Context: an optimization exercise on an open-source flow, tuned for small area and a short achievable clock period. The choices shown serve that exercise and are no tape-out recipe.
In this exercise RTL edits were held to simulation tests only and were not proved equivalent to the original.

== run 1 ==
Design dds_fir_gen, start of the top module:
module dds_fir_gen (
   input  logic        aclk_0,
   input  logic        aresetn_0,
   input  logic [31:0] pinc_0,
   output logic [31:0] m_axis_data_tdata_0,
   output logic        M_AXIS_DATA_0_tvalid
);
Size in the first run: ~450 flip-flops, about 67 I/O pins.
clock: 8.0 ns
lec_check: 0
cap_margin: 20
core_margin: 2
core_utilization: 55
cts_buf_list: sky130_fd_sc_hd__clkbuf_4 sky130_fd_sc_hd__clkbuf_8
cts_cluster_size: 30
setup_slack_margin: 4.9
slew_margin: 20
synth_hierarchical: 1
run.sh (not shown) runs the stock make flow with config.mk's settings and CLKGATE_MAP_FILE= SYNTH_SCRIPT=/design/flow/synth_recipe.tcl, a recipe that flattens the netlist after the stock synthesis.
For run 2, these inputs were changed with respect to run 1:
- CTS_CLUSTER_SIZE now 25, was 30
- CTS_CLUSTER_DIAMETER now 70, previously not set
- CTS_BUF_LIST now sky130_fd_sc_hd__clkbuf_16, was sky130_fd_sc_hd__clkbuf_4 sky130_fd_sc_hd__clkbuf_8
- SETUP_SLACK_MARGIN now 5.0, was 4.9
==> flow/flow/run.sh (new file) <==
#!/bin/bash
set -o pipefail
export BUFFER_PORTS_ARGS="-buffer_cell sky130_fd_sc_hd__buf_2"
bash standard.sh > standard.log 2>&1
==> flow/standard.sh (new file) <==
#!/bin/bash
# synth_recipe.tcl (not shown) runs the flow's synth.tcl, then flattens the netlist and writes it again
# the make line also repeats each setting of config.mk as NAME=value (left out here)
make -C /OpenROAD-flow-scripts/flow DESIGN_CONFIG=/design/flow/config.mk WORK_HOME=/design/flow/orfs CLKGATE_MAP_FILE= SYNTH_SCRIPT=/design/flow/synth_recipe.tcl "${@:-finish}"
removed: flow/run.sh
Results
- Run 2 vs. run 1: total global-route track usage closely matched the old numbers; post-route standard cell area excluding fillers decreased by 550 sq um relative to the old numbers; worst-case reg-to-reg path depth increased by 5 relative to the old numbers.
- [compare] base=run 1 new=run 2: utilization after layout saw a decrease; fmax higher; non-clock buffer count in the final layout has decreased.
- Compared with run 1, in run 2 share of cell area taken by flip-flops and latches +1.0 points; met3 wire length -18%.
- The slowest library cell on the worst path comes out sky130_fd_sc_hd__clkdlybuf4s50_1 in one run and sky130_fd_sc_hd__fa_1 in the other, namely in run 1 and run 2 respectively.
> inputs changed (run 2 -> run 3)
==> flow/flow/run.sh <==
#!/bin/bash
set -o pipefail
export BUFFER_PORTS_ARGS="-buffer_cell sky130_fd_sc_hd__buf_2"
export CTS_ARGS="-sink_clustering_enable -repair_clock_nets -sink_clustering_size 25 -sink_clustering_max_diameter 70 -buf_list sky130_fd_sc_hd__clkbuf_16 -dont_use_dummy_load"
bash standard.sh > standard.log 2>&1
Delta (run 3 minus run 2): minimum hold slack went down by 25 ps, global-route wire length before repair was more or less identical, post-route standard cell area excluding fillers went down by 330 sq um.

* * *

== oak ==
Starting RTL as in the previous note.
clock: 8.0 ns
lec_check: 0
cap_margin: 5
core_margin: 2
core_utilization: 55
cts_buf_list: sky130_fd_sc_hd__clkbuf_16
cts_cluster_diameter: 70
cts_cluster_size: 25
setup_slack_margin: 4.9
slew_margin: 5
synth_hierarchical: 1
Stock flow here: none of the scripts above is used.
The following lists how pine was set up differently from oak:
Settings: CAP_MARGIN: 5 -> 20; SLEW_MARGIN: 5 -> 20.
--- outcome ---
From oak to pine, placed cell area did not move at all.
Delta (pine minus oak): number of cells on the worst hold path closely matched the old numbers, wire length on met1 shows no meaningful change, final cell count now sits at about the same level, area share of and/or/nand/nor cells after synthesis essentially unchanged, largest net degree at the start of global routing held.
What birch does differently from pine at the input level:
Settings: changing CORE_UTILIZATION from 55 to 48.
Notes after the runs:
Summary: with pine as the reference, die outline height in birch moved up by a few percent. Final cell count in birch is 3.4% above pine. birch vs. pine: final standard cell area without fillers grew by about 1%, number of H-tree levels held.
The following lists how maple was set up differently from birch:
Settings: a change of SETUP_SLACK_MARGIN from 4.9 to 5.0; a change of CTS_CLUSTER_SIZE from 25 to 30; a change of CORE_UTILIZATION from 48 to 55; a change of CTS_BUF_LIST from sky130_fd_sc_hd__clkbuf_16 to sky130_fd_sc_hd__clkbuf_4 sky130_fd_sc_hd__clkbuf_8; a deleted CTS_CLUSTER_DIAMETER that had been 70.
Notes after the runs:
- Relative to birch, setup slack has gone up in maple.
- birch reports its worst setup path category as reg2reg while maple reports in2reg.
- The maximum clock frequency of maple is higher than that of birch.
- When the final numbers for maple and birch were put side by side, the number of stages on the worst setup path turned out to be smaller in maple.
- Looking at post-route worst hold slack, maple sits 0.037 ns below birch.

* * *

dds_fir_gen, a different RTL version from the one above (not shown whole).
Size in the first run: about 2000 cells after synthesis, roughly 430 flip-flops, roughly 0.025 sq mm of cells after synthesis.
==> flow/config.mk <==
export PLATFORM = sky130hd
export DESIGN_NAME = dds_fir_gen
export DESIGN_NICKNAME = dds_fir_gen
export VERILOG_FILES = /design/flow/design.v
export SDC_FILE = /design/flow/constraint.sdc
export NUM_CORES = 4
export LEC_CHECK = 0
export CAP_MARGIN = 20
export CORE_MARGIN = 2
export CORE_UTILIZATION = 55
export CTS_BUF_LIST = sky130_fd_sc_hd__clkbuf_4 sky130_fd_sc_hd__clkbuf_8
export CTS_CLUSTER_SIZE = 30
export SETUP_SLACK_MARGIN = 4.8
export SLEW_MARGIN = 20
export SYNTH_HIERARCHICAL = 1
==> flow/constraint.sdc <==
create_clock -name core_clock -period 8.0 [get_ports {aclk_0}]
set_input_delay 1.6000 -clock core_clock [delete_from_list [all_inputs] [get_ports {aclk_0}]]
set_output_delay 1.6000 -clock core_clock [all_outputs]
set_load 0.01 [all_outputs]
Change:
SETUP_SLACK_MARGIN = 5.0   (was 4.8)
- The changed run produced a clean layout
- utilization climbs by 0.78 points
- non-clock buffer count climbs by 17
- wire length drops by a little under a tenth
- worst hold slack is better by 4.7 ps
- global-route usage drops by 2.5 points
Change:
SETUP_SLACK_MARGIN = 4.5   (was 5.0)
What happened:
- clock skew stays flat
- die area stays the same
- non-clock buffer count falls by 29
- clock-buffer cell count rose by 14

* * *

Setup of rev 12:
dds_fir_gen, a different RTL version from the one above (not shown whole).
Size: about 2000 cells after synthesis, about 420 flip-flops, about 25000 sq um of cells after synthesis.
==> flow/design.v (excerpt) <==
module dds_fir_gen (
   input  logic        aclk_0,
   input  logic        aresetn_0,
   input  logic [31:0] pinc_0,
   output logic [31:0] m_axis_data_tdata_0,
   output logic        M_AXIS_DATA_0_tvalid
);
   logic [15:0] r0;
   logic [15:0] r1;
   logic [15:0] r2;
   logic [15:0] r3;
   logic [15:0] r4;
   logic [15:0] r5;
   logic [15:0] r6;
   logic [15:0] r7;
   logic [15:0] r8;
   logic [15:0] r9;
   logic [15:0] r10;
   logic [15:0] r11;
   logic [15:0] r12;
   logic [15:0] r13;
   logic [15:0] r14;
   logic [15:0]        dl_q [1:14];
   logic [23:0]        y_q;
   logic [4:0]         cnt_q;
   logic               vld_q;
   logic f_s1;
   logic f_c2;
   logic f_s3;
   logic f_c4;
   logic f_s5;
   logic f_c6;
   logic f_s7;
   logic f_c8;
   logic f_s9;
   logic f_c10;
   logic f_s11;
   logic f_c12;
   logic f_s13;
   logic f_c14;
   logic f_s15;
   logic f_c16;
   logic f_s17;
   logic f_c18;
   logic f_s19;
   logic f_c20;
   logic f_s21;
   logic f_c22;
   logic f_s23;
   logic f_c24;
   logic f_s25;
   logic f_c26;
   logic f_s27;
   logic f_c28;
   logic f_s29;
   logic f_c30;
   logic f_s31;
   logic f_c32;
   logic f_s33;
   logic f_c34;
   logic f_s35;
   logic f_c36;
   logic f_s37;
   logic f_c38;
   logic f_s39;
   logic f_c40;
   logic f_s41;
   logic f_c42;
   logic f_s43;
   logic f_c44;
   logic f_s45;
   logic f_c46;
   logic f_s47;
   logic f_c48;
   logic f_s49;
   logic f_c50;
   logic f_s51;
   logic f_c52;
   logic f_s53;
   logic f_c54;
   logic f_s55;
   logic f_c56;
   logic f_s57;
   logic f_c58;
   logic f_s59;
   logic f_c60;
   logic f_s61;
   logic f_c62;
   logic f_s63;
   logic f_c64;
   logic f_s65;
   logic f_c66;
   logic f_s67;
   logic f_c68;
  ...
export LEC_CHECK = 0
export CAP_MARGIN = 20
export CORE_MARGIN = 2
export CORE_UTILIZATION = 40
export SETUP_SLACK_MARGIN = 4.7
export SLEW_MARGIN = 20
export SYNTH_HIERARCHICAL = 1
create_clock -name core_clock -period 8.0 [get_ports {aclk_0}]
#### Input delta (rev 13 over rev 12)
--- a/flow/config.mk
+++ b/flow/config.mk
@@ -9,5 +9,4 @@
 export CORE_MARGIN = 2
 export CORE_UTILIZATION = 40
-export SETUP_SLACK_MARGIN = 4.7
 export SLEW_MARGIN = 20
 export SYNTH_HIERARCHICAL = 1
Results
- Relative to rev 12, rev 13 improves total via count in the routed design.
- Summary of rev 13 over rev 12: final cycle utilization of the critical path rose 21 points; global-route usage rose 0.52 points; filler cell count rose 374; worst setup slack fell 1.69 ns; non-clock buffer count fell about 65%.

* * *

RTL: one of the versions met above, not the one the previous note started from.
Size in the first run: roughly 1900 cells after synthesis, roughly 450 flip-flops, roughly 67 I/O pins, about 23000 sq um of cells after synthesis.
## dds_fir_gen
module dds_fir_gen (
   input  logic        aclk_0,
   input  logic        aresetn_0,
   input  logic [31:0] pinc_0,
   output logic [31:0] m_axis_data_tdata_0,
   output logic        M_AXIS_DATA_0_tvalid
);
clock: 8.0 ns
lec_check: 0
cap_margin: 20
core_margin: 2
core_utilization: 55
cts_buf_list: sky130_fd_sc_hd__clkbuf_16
cts_cluster_diameter: 70
cts_cluster_size: 25
place_density: 0.72
setup_slack_margin: 4.9
slew_margin: 20
synth_hierarchical: 1
The baseline completed with no timing, DRC or antenna violations.
Rerun with:
- CORE_UTILIZATION: 55 -> 65
- CTS_BUF_LIST: sky130_fd_sc_hd__clkbuf_16 -> sky130_fd_sc_hd__clkbuf_8 sky130_fd_sc_hd__clkbuf_16
- CTS_CLUSTER_DIAMETER: 70 -> 50
- CTS_CLUSTER_SIZE: 25 -> 20
- PLACE_DENSITY: 0.72 -> not set
Result: The new run completed without violations. Via count is higher by a little under a tenth. Register-to-register slack got worse by 0.09 ns. Area after synthesis is unchanged. Routed wire length climbs by about a fifth. Synthesized cell count is unchanged. First-iteration DRC count goes up by a quarter to a third.

-- what the ideal ports hide --
How much do the figures lean on ideal ports? The routed layouts below were timed once more, with nothing changed but the port constraints.
Step 1 sets driving cells, clkbuf_16 on the clock port and buf_2 on the other inputs (assumed; they add their load-dependent delay and slew).
Step 2 times the ports against the registers' clock, not the clock port: input delays grow and output delays shrink by t, the midpoint of the rising clock arrivals with the driver on.
a / b / c = no drivers / after step 1 / after step 2; a / b = the first two.
run	t (ns)	slack for setup (ns)	worst setup path at the end	latest minus earliest clock arrival (ns)	pins driven straight from the clock port
run 1	0.701	4.981 / 4.960 / 4.299	input to register	0.038 / 0.037	1
run 2	0.662	5.014 / 5.014 / 4.572	input to register	0.020 / 0.020	1
run 3	0.620	4.971 / 4.971 / 4.596	input to register	0.086 / 0.086	1
oak	0.647	4.944 / 4.891 / 4.344	input to register	0.029 / 0.029	1
pine	0.647	4.944 / 4.891 / 4.344	input to register	0.029 / 0.029	1
birch	0.657	4.919 / 4.919 / 4.343	input to register	0.027 / 0.027	1
maple	0.674	5.011 / 5.020 / 4.355	input to register	0.045 / 0.045	1
the first run of note 3	0.698	4.729 / 4.729 / 4.213	input to register	0.033 / 0.033	1
the second run of note 3	0.689	4.793 / 4.793 / 4.438	input to register	0.039 / 0.038	1
the third run of note 3	0.703	4.588 / 4.588 / 4.085	input to register	0.035 / 0.034	1
rev 12	0.626	4.444 / 4.444 / 4.165	input to register	0.026 / 0.026	1
rev 13	0.639	2.757 / 2.757 / 2.757	register to register	0.025 / 0.025	1
the first run of note 5	0.657	4.917 / 4.874 / 4.373	input to register	0.051 / 0.051	1
the second run of note 5	0.635	4.831 / 4.831 / 4.388	input to register	0.030 / 0.029	1
After both steps setup and hold are still met in every run listed. For run 1, which loses most, drivers alone change the setup slack by -0.021 ns; drivers and shift together by -0.682 ns.
